This design comes from an exercise in tuning for small area, a short achievable clock period and few clock cycles per item on the open sky130 flow, not from production work. Where RTL was checked, it was by simulation tests only, not by an equivalence proof against the original.

## vvdiv
module vvdiv #(
    parameter int VECTOR_SIZE = 16,
    parameter int INT_SIZE    = 16
) (
    input  logic                                  clock,
    input  logic                                  resetn,
    input  logic                                  in_valid,
    output logic                                  in_ready,
    input  logic [VECTOR_SIZE-1:0][INT_SIZE-1:0]  a,
    input  logic [VECTOR_SIZE-1:0][INT_SIZE-1:0]  x,
    output logic                                  out_valid,
    input  logic                                  out_ready,
    output logic [VECTOR_SIZE-1:0][INT_SIZE-1:0]  q,
    output logic [VECTOR_SIZE-1:0][INT_SIZE-1:0]  r,
    output logic [VECTOR_SIZE-1:0]                dz
);
Settings: LEC_CHECK=0, CAP_MARGIN=20, CORE_MARGIN=2, CORE_UTILIZATION=40, SETUP_SLACK_MARGIN=4.0, SLEW_MARGIN=20; clock period 8.0 ns.
standard.sh (not shown) runs the stock make flow with config.mk's settings and CLKGATE_MAP_FILE= SYNTH_SCRIPT=/design/flow/synth_recipe.tcl, a recipe that flattens the netlist after the stock synthesis.
==> flow/flow/run.sh <==
#!/bin/bash
# The standard layout, with plain buffers on the ports instead of the delay
# buffers buffer_ports picks by default. Every port still gets its own buffer.
set -euo pipefail
export ADDER_MAP_FILE=
export BUFFER_PORTS_ARGS="-buffer_cell sky130_fd_sc_hd__buf_1"
bash standard.sh > standard.log 2>&1
Edit:
--- a/flow/flow/run.sh
+++ b/flow/flow/run.sh
@@ -5 +4,0 @@
-export ADDER_MAP_FILE=
What happened: Die area goes up by 8.2%. Synthesized area rises by 8.2%. Core utilization came out lower by 3.7 points. Cell count stays flat.
Function was not checked in any run of this note: the RTL went through the layout flow alone.

========
Setup of build 86:
Another version of the RTL of vvdiv (not shown whole).
For scale: ~5900 cells after synthesis, about 790 flip-flops, about 1000 I/O pins, about 47000 um2 of cells after synthesis.
==> flow/config.mk <==
export PLATFORM = sky130hd
export DESIGN_NAME = vvdiv
export DESIGN_NICKNAME = vvdiv
export VERILOG_FILES = /design/flow/design.v
export SDC_FILE = /design/flow/constraint.sdc
export NUM_CORES = 4
export LEC_CHECK = 0
export ABC_AREA = 1
export CAP_MARGIN = 20
export CORE_MARGIN = 2
export CORE_UTILIZATION = 46
export SETUP_SLACK_MARGIN = 5.0
export SLEW_MARGIN = 20
==> flow/constraint.sdc <==
create_clock -name core_clock -period 8.0 [get_ports {clock}]
set_input_delay 1.6000 -clock core_clock [delete_from_list [all_inputs] [get_ports {clock}]]
set_output_delay 1.6000 -clock core_clock [all_outputs]
set_load 0.01 [all_outputs]
==> flow/flow/run.sh <==
#!/bin/bash
# The standard layout, with plain buffers on the ports instead of the delay
# buffers buffer_ports picks by default. Every port still gets its own buffer.
set -euo pipefail
export ADDER_MAP_FILE=
export BUFFER_PORTS_ARGS="-buffer_cell sky130_fd_sc_hd__buf_1"
bash standard.sh > standard.log 2>&1
Testbench counts of build 86, summed over its fixed seeds: cycles 3,840, items 256.
diff inputs: build 86 => build 71
Settings: putting CTS_BUF_LIST at sky130_fd_sc_hd__clkbuf_4 where nothing was set; swapping 46 for 40 in CORE_UTILIZATION.
[summary]
Global-route wire length before repair on build 71 is down relative to build 86.
Build 71 vs build 86, delay of the slowest critical-path stage went up by 30 ps.
Build 71 against build 86: worst setup margin decreased 570 ps; met2 capacity usage during global routing decreased 6.7 points.
The run showing the smaller cell area after layout is build 86.
Inputs modified between build 71 and build 60:
Settings: changing CORE_UTILIZATION from 40 to 50; removing CTS_BUF_LIST (formerly sky130_fd_sc_hd__clkbuf_4).
--- outcome ---
The overall fraction of global-route tracks in use in build 60 sits 9.0 points above the value recorded for build 71. Side by side, cell count turned out lower in build 60 than in build 71. Looking at number of H-tree branching levels, build 60 sits below build 71. Sort build 60 and build 71 by shortest period the worst path allows desc -> top: build 71.
Input changes introduced in build 22 (baseline for comparison: build 60):
Settings: CORE_UTILIZATION: 50 -> 40; PLACE_DENSITY: unset -> 0.45.
### Flow results
Compare build 22 and build 60 | actual transition at the worst max-transition pin higher: build 22. Measured against build 60, the maximum number of pins on one net before global-route repair of build 22 comes out at 1.4 times the reference value. The setup slack of build 22 is smaller than that of build 60. Global routing usage summed across all routing layers on build 22 is down relative to build 60.
#### Input delta (build 89 over build 22)
Settings: PLACE_DENSITY no longer set, was 0.45; CTS_CLUSTER_SIZE now 30, previously not set; CTS_CLUSTER_DIAMETER now 100, previously not set; CORE_UTILIZATION now 50, was 40.
Notes after the runs:
Area of the die: higher on build 22
Compared with build 22, build 89 shows headroom to the max-slew limit higher by 0.54 points.
Lower register clock-pin slew on the reported worst setup and hold paths among build 22 and build 89: build 22
The lower area of the placeable core came out of build 89.
On build 89: non-clock buffer count is 17 lower than what build 22 gave.
The final reports for build 89 and build 22 show die height lower in the former.
Final wirelength: build 89 vs build 22 — no meaningful difference
In the reports for build 22 and build 89, the smaller number of clock buffers in the layout belongs to build 89.
The inputs of build 13 differ from those of build 89 as listed below.
Settings: CORE_UTILIZATION now 40, was 50; CTS_CLUSTER_DIAMETER no longer set, was 100; CTS_BUF_LIST now sky130_fd_sc_hd__clkbuf_8, previously not set; CTS_CLUSTER_SIZE no longer set, was 30.
### Flow results
Looking at number of clock buffer instances in the layout, build 13 sits 280% higher than build 89 does. Die area, build 13 and build 89: smaller value in build 89. Number of diodes: build 13 < build 89. Diff build 89 -> build 13: via count picked up an extra 3.0%; post-synthesis to final-layout area growth went up; final period utilization went up. Relative to build 89, fraction of cell area in non-clock buffers has increased by 7.9 points in build 13.

## afterwards: timing with drivers on the ports
The flow's constraints put no driver on any port. The routed layouts listed below were extracted and timed again, unchanged, in two steps.
Step 1 sets driving cells, clkbuf_16 on the clock port and buf_2 on the other inputs (assumed; they add their load-dependent delay and slew).
Step 2 times the ports against the registers' clock, not the clock port: input delays grow and output delays shrink by t, the midpoint of the rising clock arrivals with the driver on.
Three values: ideal, step 1, step 2; two values: the first two.
| run | shift t [ns] | slack for setup (ns) | worst hold slack (ns) |
|---|---|---|---|
| the first run of note 1 | 0.792 | 2.749 / 2.749 / 2.749 | 0.476 / 0.476 / 0.476 |
| the second run of note 1 | 0.827 | 2.844 / 2.844 / 2.771 | 0.495 / 0.495 / 0.495 |
| build 86 | 0.740 | 4.994 / 4.924 / 4.339 | 0.480 / 0.480 / 0.480 |
| build 71 | 1.268 | 4.425 / 4.354 / 4.328 | 0.364 / 0.448 / 0.478 |
| build 60 | 0.764 | 4.988 / 4.908 / 4.318 | 0.477 / 0.477 / 0.477 |
| build 22 | 0.763 | 4.952 / 4.869 / 4.474 | 0.481 / 0.481 / 0.481 |
| build 89 | 0.686 | 5.007 / 4.932 / 4.458 | 0.488 / 0.488 / 0.488 |
| build 13 | 0.930 | 4.767 / 4.694 / 4.359 | 0.478 / 0.478 / 0.478 |
After both steps every run listed still meets setup and hold. The setup slack of build 60, which loses most, moves by -0.080 ns with the drivers and by -0.670 ns with both steps.
